What follows belongs to an exercise in optimizing a design on an open flow for small area, a short achievable clock period and few clock cycles per item; a production flow would make more cautious choices.
Only simulation tests tie the RTL to the original design; equivalence was not proved.

==> run a: inputs <==
## key_frequency_count_table
module key_frequency_count_table (
  input  wire logic               clk,
  input  wire logic               rst_n,
  input  wire logic               in_valid,
  output logic                    in_ready,
  input  wire logic [2:0]         in_op,
  input  wire logic [31:0]        in_key,
  output logic                    out_valid,
  input  wire logic               out_ready,
  output logic signed [16:0]      out_count,
  output logic                    out_found,
  output logic                    out_status
);
export LEC_CHECK = 0
export CAP_MARGIN = 20
export CORE_MARGIN = 2
export CORE_UTILIZATION = 50
export CTS_CLUSTER_DIAMETER = 100
export CTS_CLUSTER_SIZE = 25
export PLACE_DENSITY = 0.6
export SETUP_SLACK_MARGIN = 2.1
export SLEW_MARGIN = 20
export TNS_END_PERCENT = 100
create_clock -name core_clock -period 6.0 [get_ports {clk}]
run.sh (not shown) runs the stock make flow with config.mk's settings and CLKGATE_MAP_FILE= SYNTH_SCRIPT=/design/flow/synth_recipe.tcl, a recipe that flattens the netlist after the stock synthesis.
==> run b (differences from run a) <==
--- a/flow/design.v
+++ b/flow/design.v
@@ -50,15 +50,15 @@
   output logic                    out_found,
   output logic                    out_status
 );
   localparam int N  = kfct_pkg::ENTRIES;
   localparam int KW = kfct_pkg::KEY_WIDTH;
   localparam int CW = kfct_pkg::COUNT_WIDTH;
   localparam int RW = kfct_pkg::RES_W;
-  localparam int QD = 4;                  
+  localparam int QD = 5;                  
   localparam int D  = QD + 1;             
   localparam logic [RW-1:0] NONE = '1;
   logic [KW-1:0] key_mem [N];
   logic [CW-1:0] cnt_mem [N];
   logic [N-1:0]  valid_r;
   logic       in_rdy_r;
   logic [2:0] outst_r;                    
@@ -86,25 +86,24 @@
     end
   end
   assign in_ready = in_rdy_r;
   logic          a_v, a_slow;
   logic [2:0]    a_op;
   logic [KW-1:0] a_key;
   always_ff @(posedge clk) begin
-    a_op   <= in_op;
-    a_key  <= in_key;
-    a_v    <= rst_n && acc;
+    a_op  <= in_op;
+    a_key <= in_key;
+    a_v   <= rst_n && acc;
     a_slow <= (in_op == kfct_pkg::OP_MAX) && big_r;
   end
   logic          b_v, b_slow, b_eqp;
   logic [2:0]    b_op;
   logic [KW-1:0] b_key;
   logic [N-1:0]  b_match;
   logic [N-1:0]  ins_oh;                  
-  logic [N-1:0]  c_insw;                  
   logic [N-1:0]  cmp;
   logic          eqkc;
   logic          hold;                    
   logic          scan_r;
   always_comb begin
     for (int j = 0; j < N; j++) cmp[j] = (key_mem[j] == a_key);
     eqkc = (a_key == b_key);
@@ -123,32 +122,31 @@
     b_eqp <= eqkc;
     if (!hold) begin
       b_op   <= a_op;
       b_slow <= a_slow;
     end
     for (int j = 0; j < N; j++) begin
       if (hold) b_match[j] <= scan_r ? ((j == 0) ? 1'b0 : b_match[j-1]) : (j == 0);
-      else      b_match[j] <= cmp[j];
+      else      b_match[j] <= ins_oh[j] ? eqkc : cmp[j];
     end
   end
   logic          c_v, c_slow, c_hit, c_ins, c_any, c_wcnt, c_clrp, c_wpv;
-  logic [3:0]    c_wp;
   logic          c_a3, c_a2;
   logic [2:0]    c_op;
   logic [CW-1:0] c_cnt;
+  logic [3:0]    c_wp;
   logic [N-1:0]  c_oh;
   logic [N-1:0]  hit_oh, free_oh, wr_oh, we_oh;
   logic          hit, full, ins, b_inc, b_dec, b_ej, b_max;
   logic [CW-1:0] c_rd;
   logic [N-1:0]  pre;                     
   logic [CW-1:0] w;                       
-  logic [N-1:0]  al0, al2;
-  logic          an3, an2, x11, x01;
-  assign c_insw = c_ins ? c_oh : '0;
-  assign hit_oh = ((b_match & ~c_insw) | (b_eqp ? c_insw : '0)) & valid_r;
+  logic [N-1:0]  al0, al1, al2;
+  logic          an3, an2;
+  assign hit_oh = b_match & valid_r;
   assign hit    = |hit_oh;
   assign full   = &valid_r;
   assign b_inc  = (b_op == kfct_pkg::OP_INC);
   assign b_dec  = (b_op == kfct_pkg::OP_DEC);
   assign b_ej   = (b_op == kfct_pkg::OP_EJECT);
   assign b_max  = (b_op == kfct_pkg::OP_MAX);
   assign ins    = b_v && b_inc && !hit && !full;
@@ -165,24 +163,19 @@
     c_rd = '0;
     for (int j = 0; j < N; j++) c_rd = c_rd | (hit_oh[j] ? cnt_mem[j] : '0);
   end
   assign we_oh = c_wcnt ? c_oh : '0;
   always_comb begin
     al0 = valid_r & ~we_oh;
     an3 = 1'b0;
-    x11 = 1'b0;
-    x01 = 1'b0;
-    for (int j = 0; j < N; j++) begin
-      an3 = an3 | (al0[j] & cnt_mem[j][3]);
-      x11 = x11 | (al0[j] & cnt_mem[j][3] & cnt_mem[j][2]);
-      x01 = x01 | (al0[j] & cnt_mem[j][2]);
-    end
-    an2 = an3 ? x11 : x01;
-    for (int j = 0; j < N; j++)
-      al2[j] = al0[j] & (cnt_mem[j][3] == an3) & (cnt_mem[j][2] == an2);
+    for (int j = 0; j < N; j++) an3 = an3 | (al0[j] & cnt_mem[j][3]);
+    for (int j = 0; j < N; j++) al1[j] = al0[j] & (cnt_mem[j][3] | !an3);
+    an2 = 1'b0;
+    for (int j = 0; j < N; j++) an2 = an2 | (al1[j] & cnt_mem[j][2]);
+    for (int j = 0; j < N; j++) al2[j] = al1[j] & (cnt_mem[j][2] | !an2);
   end
   wire c2_clr = c_v && c_op == kfct_pkg::OP_CLEAR;
   wire fwd    = b_eqp && c_wcnt;
   always_ff @(posedge clk) begin
     if (!rst_n) begin
       c_v    <= 1'b0;
       c_wcnt <= 1'b0;
@@ -197,74 +190,66 @@
     c_hit  <= hit;
     c_ins  <= ins;
     c_any  <= |valid_r;
     c_cnt  <= c2_clr ? '0 : (fwd ? w : c_rd);
     c_oh   <= b_max ? al2 : wr_oh;
     c_a3   <= an3;
     c_a2   <= an2;
+    c_clrp <= c2_clr;
     c_wpv  <= c_wcnt;
     c_wp   <= w[3:0];
-    c_clrp <= c2_clr;
   end
   always_ff @(posedge clk) begin
     for (int j = 0; j < N; j++) begin
-      if (free_oh[j]) key_mem[j] <= b_key;
+      if (ins_oh[j]) key_mem[j] <= b_key;
     end
   end
   always_ff @(posedge clk) begin
     if (!rst_n) begin
       valid_r <= '0;
     end else begin
       for (int j = 0; j < N; j++) begin
         if (ins_oh[j]) valid_r[j] <= 1'b1;
         else if (b_v && b_ej && hit_oh[j]) valid_r[j] <= 1'b0;
       end
     end
   end
   assign scan_last = scan_r && b_match[N-1];
-  logic hold_r;
-  always_ff @(posedge clk) begin
-    if (!rst_n) hold_r <= 1'b0;
-    else        hold_r <= hold ? !(scan_r && b_match[N-2]) : (a_v && a_slow);
-  end
-  assign hold = hold_r;
+  assign hold      = b_v && b_slow && !scan_last;
   logic [CW-1:0] sacc;
   always_ff @(posedge clk) begin
     if (scan_r) sacc <= b_match[0] ? '0 : ((c_cnt > sacc) ? c_cnt : sacc);
   end
   logic [CW-1:0] w_inc, w_dec;
-  logic          an1, x1a, x1b, an0;
+  logic [N-1:0]  al3;
+  logic          an1, an0;
   logic [3:0]    eng, mx4;
   logic [CW-1:0] smax;
   logic [RW-1:0] r_cnt;
   logic          r_found, r_status;
   assign w_inc = (c_cnt == '1) ? c_cnt : c_cnt + 1'b1;
   assign w_dec = (c_cnt == '0) ? c_cnt : c_cnt - 1'b1;
   assign w     = (c_op == kfct_pkg::OP_INC) ? w_inc : w_dec;
-  wire [CW-1:0] cnt_wd = c2_clr ? '0 : w;
   always_ff @(posedge clk) begin
     for (int j = 0; j < N; j++) begin
-      if (c2_clr || we_oh[j]) cnt_mem[j] <= cnt_wd;
+      if (c2_clr) cnt_mem[j] <= '0;
+      else if (we_oh[j]) cnt_mem[j] <= w;
     end
   end
   always_ff @(posedge clk) begin
     if (!rst_n) big_r <= 1'b0;
     else if (c2_clr) big_r <= 1'b0;
     else if (c_wcnt && (w[CW-1:4] != '0 || w[3:2] == 2'b11)) big_r <= 1'b1;
   end
   always_comb begin
     an1 = 1'b0;
-    x1a = 1'b0;
-    x1b = 1'b0;
-    for (int j = 0; j < N; j++) begin
-      an1 = an1 | (c_oh[j] & cnt_mem[j][1]);
-      x1a = x1a | (c_oh[j] & cnt_mem[j][1] & cnt_mem[j][0]);
-      x1b = x1b | (c_oh[j] & cnt_mem[j][0]);
-    end
-    an0 = an1 ? x1a : x1b;
+    for (int j = 0; j < N; j++) an1 = an1 | (c_oh[j] & cnt_mem[j][1]);
+    for (int j = 0; j < N; j++) al3[j] = c_oh[j] & (cnt_mem[j][1] | !an1);
+    an0 = 1'b0;
+    for (int j = 0; j < N; j++) an0 = an0 | (al3[j] & cnt_mem[j][0]);
     eng = {c_a3, c_a2, an1, an0};
     mx4 = c_clrp ? 4'd0 : ((c_wpv && c_wp > eng) ? c_wp : eng);
     smax = (c_cnt > sacc) ? c_cnt : sacc;
   end
   always_comb begin
     r_cnt    = NONE;
     r_found  = 1'b0;
Settings changed: CORE_UTILIZATION 50 to 40, CTS_CLUSTER_DIAMETER 100 to unset, CTS_CLUSTER_SIZE 25 to unset, PLACE_DENSITY 0.6 to unset, SETUP_SLACK_MARGIN 2.1 to unset, TNS_END_PERCENT 100 to unset.
==> run c (differences from run a) <==
--- a/flow/design.v
+++ b/flow/design.v
@@ -50,15 +50,15 @@
   output logic                    out_found,
   output logic                    out_status
 );
   localparam int N  = kfct_pkg::ENTRIES;
   localparam int KW = kfct_pkg::KEY_WIDTH;
   localparam int CW = kfct_pkg::COUNT_WIDTH;
   localparam int RW = kfct_pkg::RES_W;
-  localparam int QD = 4;                  
+  localparam int QD = 3;                  
   localparam int D  = QD + 1;             
   localparam logic [RW-1:0] NONE = '1;
   logic [KW-1:0] key_mem [N];
   logic [CW-1:0] cnt_mem [N];
   logic [N-1:0]  valid_r;
   logic       in_rdy_r;
   logic [2:0] outst_r;                    
@@ -82,43 +82,37 @@
     end else begin
       outst_r  <= outst_nxt;
       blk_r    <= blk_nxt;
       in_rdy_r <= (outst_nxt < 3'(D)) && !blk_nxt;
     end
   end
   assign in_ready = in_rdy_r;
-  logic          a_v, a_slow;
-  logic [2:0]    a_op;
-  logic [KW-1:0] a_key;
-  always_ff @(posedge clk) begin
-    a_op   <= in_op;
-    a_key  <= in_key;
-    a_v    <= rst_n && acc;
-    a_slow <= (in_op == kfct_pkg::OP_MAX) && big_r;
-  end
+  wire          a_v    = acc;
+  wire          a_slow = (in_op == kfct_pkg::OP_MAX) && big_r;
+  wire [2:0]    a_op   = in_op;
+  wire [KW-1:0] a_key  = in_key;
   logic          b_v, b_slow, b_eqp;
   logic [2:0]    b_op;
   logic [KW-1:0] b_key;
   logic [N-1:0]  b_match;
-  logic [N-1:0]  ins_oh;                  
   logic [N-1:0]  c_insw;                  
   logic [N-1:0]  cmp;
   logic          eqkc;
   logic          hold;                    
   logic          scan_r;
   always_comb begin
     for (int j = 0; j < N; j++) cmp[j] = (key_mem[j] == a_key);
     eqkc = (a_key == b_key);
   end
   always_ff @(posedge clk) begin
     if (!rst_n) begin
       b_v    <= 1'b0;
       scan_r <= 1'b0;
     end else begin
-      b_v    <= hold ? b_v : a_v;
+      b_v    <= hold ? b_v : (rst_n && a_v);
       scan_r <= hold;
     end
   end
   always_ff @(posedge clk) begin
     b_key <= a_key;
     b_eqp <= eqkc;
     if (!hold) begin
@@ -126,52 +120,52 @@
       b_slow <= a_slow;
     end
     for (int j = 0; j < N; j++) begin
       if (hold) b_match[j] <= scan_r ? ((j == 0) ? 1'b0 : b_match[j-1]) : (j == 0);
       else      b_match[j] <= cmp[j];
     end
   end
-  logic          c_v, c_slow, c_hit, c_ins, c_any, c_wcnt, c_clrp, c_wpv;
+  logic          c_v, c_slow, c_hit, c_ins, c_any, c_wcnt, c_hitw, c_clrp, c_wpv;
   logic [3:0]    c_wp;
   logic          c_a3, c_a2;
   logic [2:0]    c_op;
+  logic          c_inc;
   logic [CW-1:0] c_cnt;
   logic [N-1:0]  c_oh;
-  logic [N-1:0]  hit_oh, free_oh, wr_oh, we_oh;
+  logic [N-1:0]  hit_oh, free_oh, we_oh, veff;
   logic          hit, full, ins, b_inc, b_dec, b_ej, b_max;
   logic [CW-1:0] c_rd;
   logic [N-1:0]  pre;                     
   logic [CW-1:0] w;                       
   logic [N-1:0]  al0, al2;
   logic          an3, an2, x11, x01;
   assign c_insw = c_ins ? c_oh : '0;
-  assign hit_oh = ((b_match & ~c_insw) | (b_eqp ? c_insw : '0)) & valid_r;
+  assign veff   = valid_r | c_insw;
+  assign hit_oh = ((b_match & ~c_insw) | (b_eqp ? c_insw : '0)) & veff;
   assign hit    = |hit_oh;
-  assign full   = &valid_r;
+  assign full   = &veff;
   assign b_inc  = (b_op == kfct_pkg::OP_INC);
   assign b_dec  = (b_op == kfct_pkg::OP_DEC);
   assign b_ej   = (b_op == kfct_pkg::OP_EJECT);
   assign b_max  = (b_op == kfct_pkg::OP_MAX);
   assign ins    = b_v && b_inc && !hit && !full;
   always_comb begin
     logic [N-1:0] p;
-    p = ~valid_r;
+    p = ~veff;
     for (int s = 1; s < N; s = s * 2) p = p | (p << s);
     pre     = p << 1;
-    free_oh = ~valid_r & ~pre;
+    free_oh = ~veff & ~pre;
   end
-  assign ins_oh = ins ? free_oh : '0;
-  assign wr_oh  = ((b_inc || b_dec) ? hit_oh : '0) | ins_oh;
   always_comb begin
     c_rd = '0;
-    for (int j = 0; j < N; j++) c_rd = c_rd | (hit_oh[j] ? cnt_mem[j] : '0);
+    for (int j = 0; j < N; j++) c_rd = c_rd | ((b_match[j] && valid_r[j]) ? cnt_mem[j] : '0);
   end
-  assign we_oh = c_wcnt ? c_oh : '0;
   always_comb begin
-    al0 = valid_r & ~we_oh;
+    for (int j = 0; j < N; j++) we_oh[j] = c_oh[j] & (valid_r[j] ? c_hitw : c_ins);
+    al0 = valid_r & ~(c_wcnt ? c_oh : '0);
     an3 = 1'b0;
     x11 = 1'b0;
     x01 = 1'b0;
     for (int j = 0; j < N; j++) begin
       an3 = an3 | (al0[j] & cnt_mem[j][3]);
       x11 = x11 | (al0[j] & cnt_mem[j][3] & cnt_mem[j][2]);
       x01 = x01 | (al0[j] & cnt_mem[j][2]);
@@ -182,68 +176,75 @@
   end
   wire c2_clr = c_v && c_op == kfct_pkg::OP_CLEAR;
   wire fwd    = b_eqp && c_wcnt;
   always_ff @(posedge clk) begin
     if (!rst_n) begin
       c_v    <= 1'b0;
       c_wcnt <= 1'b0;
+      c_hitw <= 1'b0;
+      c_ins  <= 1'b0;
     end else begin
       c_v    <= b_v && !hold;
       c_wcnt <= b_v && !hold && (((b_inc || b_dec) && hit) || ins);
-    end
+      c_hitw <= b_v && !hold && (b_inc || b_dec) && hit;
+      c_ins  <= ins;
+      end
   end
   always_ff @(posedge clk) begin
     c_op   <= b_op;
+    c_inc  <= b_inc;
     c_slow <= b_slow;
     c_hit  <= hit;
-    c_ins  <= ins;
-    c_any  <= |valid_r;
+    c_any  <= |veff;
     c_cnt  <= c2_clr ? '0 : (fwd ? w : c_rd);
-    c_oh   <= b_max ? al2 : wr_oh;
+    c_oh   <= b_max ? al2 : (hit_oh | free_oh);
     c_a3   <= an3;
     c_a2   <= an2;
     c_wpv  <= c_wcnt;
     c_wp   <= w[3:0];
     c_clrp <= c2_clr;
   end
   always_ff @(posedge clk) begin
     for (int j = 0; j < N; j++) begin
-      if (free_oh[j]) key_mem[j] <= b_key;
+      if (!veff[j]) key_mem[j] <= b_key;
     end
   end
   always_ff @(posedge clk) begin
     if (!rst_n) begin
       valid_r <= '0;
     end else begin
       for (int j = 0; j < N; j++) begin
-        if (ins_oh[j]) valid_r[j] <= 1'b1;
-        else if (b_v && b_ej && hit_oh[j]) valid_r[j] <= 1'b0;
+        valid_r[j] <= (valid_r[j] | c_insw[j]) && !(b_v && b_ej && hit_oh[j]);
       end
     end
   end
   assign scan_last = scan_r && b_match[N-1];
   logic hold_r;
   always_ff @(posedge clk) begin
     if (!rst_n) hold_r <= 1'b0;
     else        hold_r <= hold ? !(scan_r && b_match[N-2]) : (a_v && a_slow);
   end
   assign hold = hold_r;
   logic [CW-1:0] sacc;
   always_ff @(posedge clk) begin
     if (scan_r) sacc <= b_match[0] ? '0 : ((c_cnt > sacc) ? c_cnt : sacc);
   end
-  logic [CW-1:0] w_inc, w_dec;
   logic          an1, x1a, x1b, an0;
   logic [3:0]    eng, mx4;
   logic [CW-1:0] smax;
   logic [RW-1:0] r_cnt;
   logic          r_found, r_status;
-  assign w_inc = (c_cnt == '1) ? c_cnt : c_cnt + 1'b1;
-  assign w_dec = (c_cnt == '0) ? c_cnt : c_cnt - 1'b1;
-  assign w     = (c_op == kfct_pkg::OP_INC) ? w_inc : w_dec;
+  always_comb begin
+    logic [CW-1:0] u;
+    logic [CW:0]   cy;
+    u     = c_inc ? c_cnt : ~c_cnt;
+    cy[0] = 1'b1;
+    for (int k = 0; k < CW; k++) cy[k+1] = &(u | ~((CW'(1) << (k + 1)) - CW'(1)));
+    for (int k = 0; k < CW; k++) w[k] = c_cnt[k] ^ (cy[k] & !cy[CW]);
+  end
   wire [CW-1:0] cnt_wd = c2_clr ? '0 : w;
   always_ff @(posedge clk) begin
     for (int j = 0; j < N; j++) begin
       if (c2_clr || we_oh[j]) cnt_mem[j] <= cnt_wd;
     end
   end
   always_ff @(posedge clk) begin
@@ -291,17 +292,17 @@
       end
       default: ;
     endcase
   end
   logic [RW+1:0] q_mem [QD];
   logic [2:0]    q_wp, q_rp, q_n;
   logic [RW+1:0] o_r;
-  wire  [RW+1:0] r_pk   = {r_cnt, r_found, r_status};
   wire           o_free = !out_valid_r || out_ready;
   wire           q_ne   = (q_n != '0);
+  wire  [RW+1:0] r_pk   = {r_cnt, r_found, r_status};
   wire           q_push = c_v && (!o_free || q_ne);
   wire           q_pop  = o_free && q_ne;
   always_ff @(posedge clk) begin
     if (!rst_n) begin
       out_valid_r <= 1'b0;
       q_wp        <= '0;
       q_rp        <= '0;
Settings changed: TNS_END_PERCENT 100 to 5.
==> run d (differences from run a) <==
Settings changed: TNS_END_PERCENT 100 to 5.
==> run summary <==
# TYPE chip_impl_metric gauge
chip_impl_metric{name="cts.sink_count",unit=""} 3503
chip_impl_metric{name="clock_cell_area_share",unit=""} 0.0331
chip_impl_info{name="worstHoldEndpoint",value="c_slow$_DFF_P_"} 1
chip_impl_info{name="regs_by_ff_count",value="key_mem: 2048 flops, cnt_mem: 1024 flops, q_mem: 76 flops"} 1
chip_impl_metric{name="grt_start_max_net_pins",unit=""} 65
chip_impl_metric{name="placementRows",unit=""} 197
chip_impl_metric{name="routedWlPerCell",unit="µm"} 48.6
chip_impl_metric{name="clock.fmax",unit="MHz"} 242
chip_impl_metric{name="final.hold.worst_slack",unit="ns"} 0.355
chip_impl_metric{name="vias",unit=""} 98900
chip_impl_metric{name="cp.arrival",unit="ns"} 4.89
chip_impl_info{name="run_status",value="no timing/DRC/antenna violations"} 1
chip_impl_metric{name="critPathRequiredTime",unit="ns"} 6.75
That was run a.
==> run summary <==
# TYPE chip_impl_metric gauge
chip_impl_info{name="run_status",value="no timing/DRC/antenna violations"} 1
chip_impl_info{name="worstHoldEndpoint",value="b_op[2]$_DFFE_PN_"} 1
chip_impl_metric{name="critPathRequiredTime",unit="ns"} 6.66
chip_impl_metric{name="clock.fmax",unit="MHz"} 197
chip_impl_metric{name="final.hold.worst_slack",unit="ns"} 0.401
chip_impl_metric{name="vias",unit=""} 117000
chip_impl_metric{name="synth.avg_cell_area",unit="µm²"} 11.5
chip_impl_metric{name="grt_start_max_net_pins",unit=""} 206
chip_impl_metric{name="cp.arrival",unit="ns"} 5.74
That was run b.
==> run summary <==
# TYPE chip_impl_metric gauge
chip_impl_metric{name="clock.fmax",unit="MHz"} 242
chip_impl_info{name="run_status",value="no timing/DRC/antenna violations"} 1
chip_impl_metric{name="critPathRequiredTime",unit="ns"} 6.72
chip_impl_info{name="regs_by_ff_count",value="key_mem: 2048 flops, cnt_mem: 1024 flops, q_mem: 76 flops"} 1
chip_impl_info{name="worstHoldEndpoint",value="c_slow$_DFF_P_"} 1
chip_impl_metric{name="cp.arrival",unit="ns"} 4.86
chip_impl_metric{name="routedWlPerCell",unit="µm"} 48.2
chip_impl_metric{name="cts.sink_count",unit=""} 3503
chip_impl_metric{name="grt_start_max_net_pins",unit=""} 65
chip_impl_metric{name="placementRows",unit=""} 197
chip_impl_metric{name="final.hold.worst_slack",unit="ns"} 0.370
chip_impl_metric{name="vias",unit=""} 98300
That was run d.
==> run summary <==
# TYPE chip_impl_metric gauge
chip_impl_info{name="regs_by_ff_count",value="key_mem: 2048 flops, cnt_mem: 1024 flops"} 1
chip_impl_metric{name="globalRouteOverflowTotal",unit=""} 0
chip_impl_metric{name="cp.arrival",unit="ns"} 5.12
chip_impl_metric{name="cts_setup_buffers",unit=""} 19
chip_impl_metric{name="cts-hold-fix-buffers",unit=""} 0
chip_impl_info{name="worstHoldEndpoint",value="c_slow$_DFF_P_"} 1
chip_impl_metric{name="clock.fmax",unit="MHz"} 226
chip_impl_metric{name="areaGrowthSynthToFinish",unit="%"} 10.9
chip_impl_metric{name="grt_start_max_net_pins",unit=""} 65
chip_impl_metric{name="critPathRequiredTime",unit="ns"} 6.70
chip_impl_metric{name="routedWlPerCell",unit="µm"} 48.1
chip_impl_metric{name="clkLatencyLatePin",unit="ns"} 0.96
chip_impl_info{name="run_status",value="no timing/DRC/antenna violations"} 1
chip_impl_metric{name="die-width",unit="µm"} 539
chip_impl_metric{name="vias",unit=""} 97800
chip_impl_metric{name="cts.sink_count",unit=""} 3449
chip_impl_metric{name="clock_cell_area_share",unit=""} 0.0329
That was run c.
Testbench counts of run a, summed over its fixed seeds: cycles 16,032, items 16,000.
Testbench counts of run b, summed over its fixed seeds: cycles 16,032, items 16,000.
Testbench counts of run c, summed over its fixed seeds: cycles 16,024, items 16,000.
Testbench counts of run d, summed over its fixed seeds: cycles 16,032, items 16,000.

-- what the ideal ports hide --
The results above use ideal ports. As a check the final layouts listed here were re-extracted and re-timed, cells and wires unchanged.
Step 1: set_driving_cell puts a clkbuf_16 on clk and a buf_2 on each other input, an assumption about the parent block.
Step 2, shift: input delay + t, output delay - t, t = (earliest + latest rising clock arrival at the registers) / 2. This alone moves slack from input paths to output paths.
a / b / c = no drivers / after step 1 / after step 2; a / b = the first two.
run	t (ns)	setup WS [ns]	worst setup path after step 2	slew at the worst register clock pin (ns)
run a	1.042	1.861 / 1.861 / 1.861	register to register	0.11 / 0.11
run b	1.088	0.922 / 0.922 / 0.922	register to register	0.07 / 0.07
run c	1.012	1.578 / 1.578 / 1.578	register to register	0.11 / 0.11
run d	1.019	1.859 / 1.859 / 1.859	register to register	0.11 / 0.11
After both steps every run listed still meets setup and hold.
